Context: an optimization exercise on an open-source flow, tuned for small area, a short achievable clock period and few clock cycles per item. The choices shown serve that exercise and are no tape-out recipe.
The RTL was checked by simulation tests, not by an equivalence proof against the original design.

Design hilo_muldiv_unit, start of the top module:
module hilo_muldiv_unit #(
  parameter int WIDTH      = 32,
  parameter int MUL_STAGES = 2
) (
  input  logic               clk,
  input  logic               rst,
  input  logic               start,
  input  logic [2:0]         op,
  input  logic [WIDTH-1:0]   a,
  input  logic [WIDTH-1:0]   b,
  input  logic               flush,
  output logic               busy,
  output logic               done,
  output logic               div_by_zero,
  output logic [WIDTH-1:0]   hi,
  output logic [WIDTH-1:0]   lo
);
For scale: ~2400 cells after synthesis, about 190 flip-flops, about 140 I/O pins, about 0.021 sq mm of cells after synthesis.
Settings: LEC_CHECK=0, CAP_MARGIN=20, CORE_MARGIN=2, CORE_UTILIZATION=55, SLEW_MARGIN=20, TNS_END_PERCENT=0; clock period 12.5 ns.
standard.sh (not shown) runs the stock make flow with config.mk's settings and CLKGATE_MAP_FILE= SYNTH_SCRIPT=/design/flow/synth_recipe.tcl, a recipe that flattens the netlist after the stock synthesis.
==> flow/flow/run.sh <==
#!/bin/bash
# Standard ORFS layout, asking repair_timing for extra setup slack so that
# the achieved period is optimised rather than just the 12.5 ns target, and
# buffering the ports with the smallest plain buffer.
set -euo pipefail
bash standard.sh SETUP_SLACK_MARGIN=8.0 \
  "BUFFER_PORTS_ARGS=-buffer_cell sky130_fd_sc_hd__buf_1" \
  finish > standard_flow.log 2>&1
Testbench counts at the start, summed over its fixed seeds: cycles 22,445, items 4,800.
Then changed:
==> flow/flow/run.sh (replaced) <==
#!/bin/bash
# Standard ORFS layout, asking repair_timing for extra setup slack so that
# the achieved period is optimised rather than just the 12.5 ns target.
set -euo pipefail
bash standard.sh SETUP_SLACK_MARGIN=7.0 finish > standard_flow.log 2>&1
=> Area after synthesis stays the same; cell count falls by 1.7%; final area shrinks by about 2%; routed wire length goes up by about 1.6%; flip-flop and latch count does not change; setup slack got worse by 0.28 ns; hold slack is about the same; die area does not change.
Then changed:
==> flow/flow/run.sh (replaced) <==
#!/bin/bash
# Standard ORFS layout, asking repair_timing for extra setup slack so that
# the achieved period is optimised rather than just the 12.5 ns target.
set -euo pipefail
bash standard.sh SETUP_SLACK_MARGIN=8.0 finish > standard_flow.log 2>&1
- CORE_UTILIZATION: 55 -> 65
What happened: The changed run finished with timing, DRC and antenna clean. Flip-flop and latch count is unchanged. Global-route usage grows by 7.7 points. Wire length rose slightly. Worst setup slack improves by 0.14 ns.
Then changed:
==> flow/run.sh (new file) <==
#!/bin/bash
# synth_recipe.tcl (not shown) runs the flow's synth.tcl, then flattens the netlist and writes it again
# the make line also repeats each setting of config.mk as NAME=value (left out here)
make -C /OpenROAD-flow-scripts/flow DESIGN_CONFIG=/design/flow/config.mk WORK_HOME=/design/flow/orfs CLKGATE_MAP_FILE= SYNTH_SCRIPT=/design/flow/synth_recipe.tcl finish
- CORE_UTILIZATION: 65 -> 55
- SETUP_SLACK_MARGIN: not set -> 5
removed: flow/flow/run.sh
removed: flow/standard.sh
The changed run completed with no timing, DRC or antenna violations.
Global-route usage came out lower by 10 points.
Synthesized area does not change.

* * *

Another version of the RTL of hilo_muldiv_unit (not shown whole).
Size: ~2800 cells after synthesis, roughly 20000 um2 of cells after synthesis.
export LEC_CHECK = 0
export ABC_AREA = 1
export CAP_MARGIN = 20
export CORE_MARGIN = 2
export CORE_UTILIZATION = 40
export SLEW_MARGIN = 20
export TNS_END_PERCENT = 0
create_clock -name core_clock -period 12.5 [get_ports {clk}]
==> flow/flow/run.sh <==
#!/bin/bash
# Standard ORFS layout, asking repair_timing for extra setup slack so that
# the achieved period is optimised rather than just the 12.5 ns target.
set -euo pipefail
bash standard.sh SETUP_SLACK_MARGIN=8.0 finish > standard_flow.log 2>&1
Testbench counts at the start, summed over its fixed seeds: cycles 23,721, items 4,800.
==> next run, changes <==
--- a/flow/config.mk
+++ b/flow/config.mk
@@ -6,5 +6,4 @@
 export NUM_CORES = 4
 export LEC_CHECK = 0
-export ABC_AREA = 1
 export CAP_MARGIN = 20
 export CORE_MARGIN = 2
The new run finished with timing, DRC and antenna clean.
Sequential cell count is unchanged.
Design area decreases by 4.2%.
Global-route usage decreases by 5.3 points.
Worst setup slack degrades by 0.044 ns.
Utilization decreases by 1.9 points.
Clock-buffer cell count increases by 1.
Wire length decreases by 14%.
Clock skew decreases by 0.012 ns.
==> next run, changes <==
--- a/flow/config.mk
+++ b/flow/config.mk
@@ -8,5 +8,5 @@
 export CAP_MARGIN = 20
 export CORE_MARGIN = 2
-export CORE_UTILIZATION = 40
+export CORE_UTILIZATION = 55
 export SLEW_MARGIN = 20
 export TNS_END_PERCENT = 0
After rerunning: Die area fell by 27%; global-route usage rose by 9.3 points; critical path depth rose by 1; count of clock-buffer cells in the layout fell by 1.
==> next run, changes <==
==> flow/flow/run.sh (replaced) <==
#!/bin/bash
# Standard ORFS layout, asking repair_timing for extra setup slack so that
# the achieved period is optimised rather than just the 12.5 ns target.
set -euo pipefail
bash standard.sh SETUP_SLACK_MARGIN=9.5 finish > standard_flow.log 2>&1
Result: Via count does not change; worst setup slack does not change; worst hold slack does not change; design area is unchanged.

* * *

RTL: one of the versions met above, not the one the previous note started from.
Size: about 2400 cells after synthesis, ~140 I/O pins, roughly 21000 µm² of cells after synthesis.
==> flow/design.v (excerpt) <==
module hilo_muldiv_unit #(
  parameter int WIDTH      = 32,
  parameter int MUL_STAGES = 2
) (
  input  logic               clk,
  input  logic               rst,
  input  logic               start,
  input  logic [2:0]         op,
  input  logic [WIDTH-1:0]   a,
  input  logic [WIDTH-1:0]   b,
  input  logic               flush,
  output logic               busy,
  output logic               done,
  output logic               div_by_zero,
  output logic [WIDTH-1:0]   hi,
  output logic [WIDTH-1:0]   lo
);
clock: 12.5 ns
lec_check: 0
cap_margin: 20
core_margin: 2
core_utilization: 55
slew_margin: 20
tns_end_percent: 0
==> flow/flow/run.sh <==
#!/bin/bash
# Standard ORFS layout, asking repair_timing for extra setup slack so that
# the achieved period is optimised rather than just the 12.5 ns target.
set -euo pipefail
bash standard.sh SETUP_SLACK_MARGIN=9.5 finish > standard_flow.log 2>&1
The first run ran to the end with no violations.
Testbench counts at the start, summed over its fixed seeds: cycles 22,445, items 4,800.
Change:
--- a/flow/flow/run.sh
+++ b/flow/flow/run.sh
@@ -5 +5 @@
-bash standard.sh SETUP_SLACK_MARGIN=9.5 finish > standard_flow.log 2>&1
+bash standard.sh SETUP_SLACK_MARGIN=8.0 finish > standard_flow.log 2>&1
The changed run passed the timing, design-rule and antenna checks.
Routed wire length is unchanged.
Worst setup slack does not change.

==> separate check: timing with driven ports <==
Ports are ideal in the flow. The routed layouts listed here were re-timed in OpenROAD.
Step 1 assumes that a clkbuf_16 drives the clock port and a buf_2 every other input.
Step 2 moves the port delays by t, midway between the first and last clock arrival at a register: inputs arrive t later, outputs are due t later. That takes back most of the time a late clock gives input paths.
a / b / c = ideal ports / drivers / drivers and shift; a / b = the first two.
| run | t, ns | slack for setup (ns) | hold slack, ns | worst register clock-pin slew, ns | cell pins on the clock port's net |
|---|---|---|---|---|---|
| the first run of note 1 | 0.530 | 6.878 / 6.878 / 6.878 | 0.476 / 0.476 / 0.476 | 0.09 / 0.09 | 1 |
| the second run of note 1 | 0.526 | 6.599 / 6.599 / 6.599 | 0.477 / 0.477 / 0.477 | 0.10 / 0.10 | 1 |
| the third run of note 1 | 0.511 | 6.737 / 6.737 / 6.737 | 0.494 / 0.494 / 0.494 | 0.09 / 0.09 | 1 |
| the fourth run of note 1 | 0.513 | 5.720 / 5.720 / 5.720 | 0.476 / 0.476 / 0.476 | 0.09 / 0.09 | 1 |
| the first run of note 2 | 0.544 | 6.899 / 6.899 / 6.899 | 0.485 / 0.485 / 0.485 | 0.10 / 0.10 | 1 |
| the second run of note 2 | 0.510 | 6.855 / 6.855 / 6.601 | 0.467 / 0.467 / 0.467 | 0.08 / 0.08 | 1 |
| the third run of note 2 | 0.514 | 6.992 / 6.992 / 6.855 | 0.493 / 0.493 / 0.493 | 0.09 / 0.09 | 1 |
| the fourth run of note 2 | 0.514 | 6.992 / 6.992 / 6.855 | 0.493 / 0.493 / 0.493 | 0.09 / 0.09 | 1 |
| the first run of note 3 | 0.518 | 6.903 / 6.903 / 6.903 | 0.472 / 0.472 / 0.472 | 0.09 / 0.09 | 1 |
| the second run of note 3 | 0.518 | 6.903 / 6.903 / 6.903 | 0.472 / 0.472 / 0.472 | 0.09 / 0.09 | 1 |
After both steps every run listed still meets setup and hold. The setup slack of the second run of note 2, which loses most, moves by 0.000 ns with the drivers and by -0.254 ns with both steps.
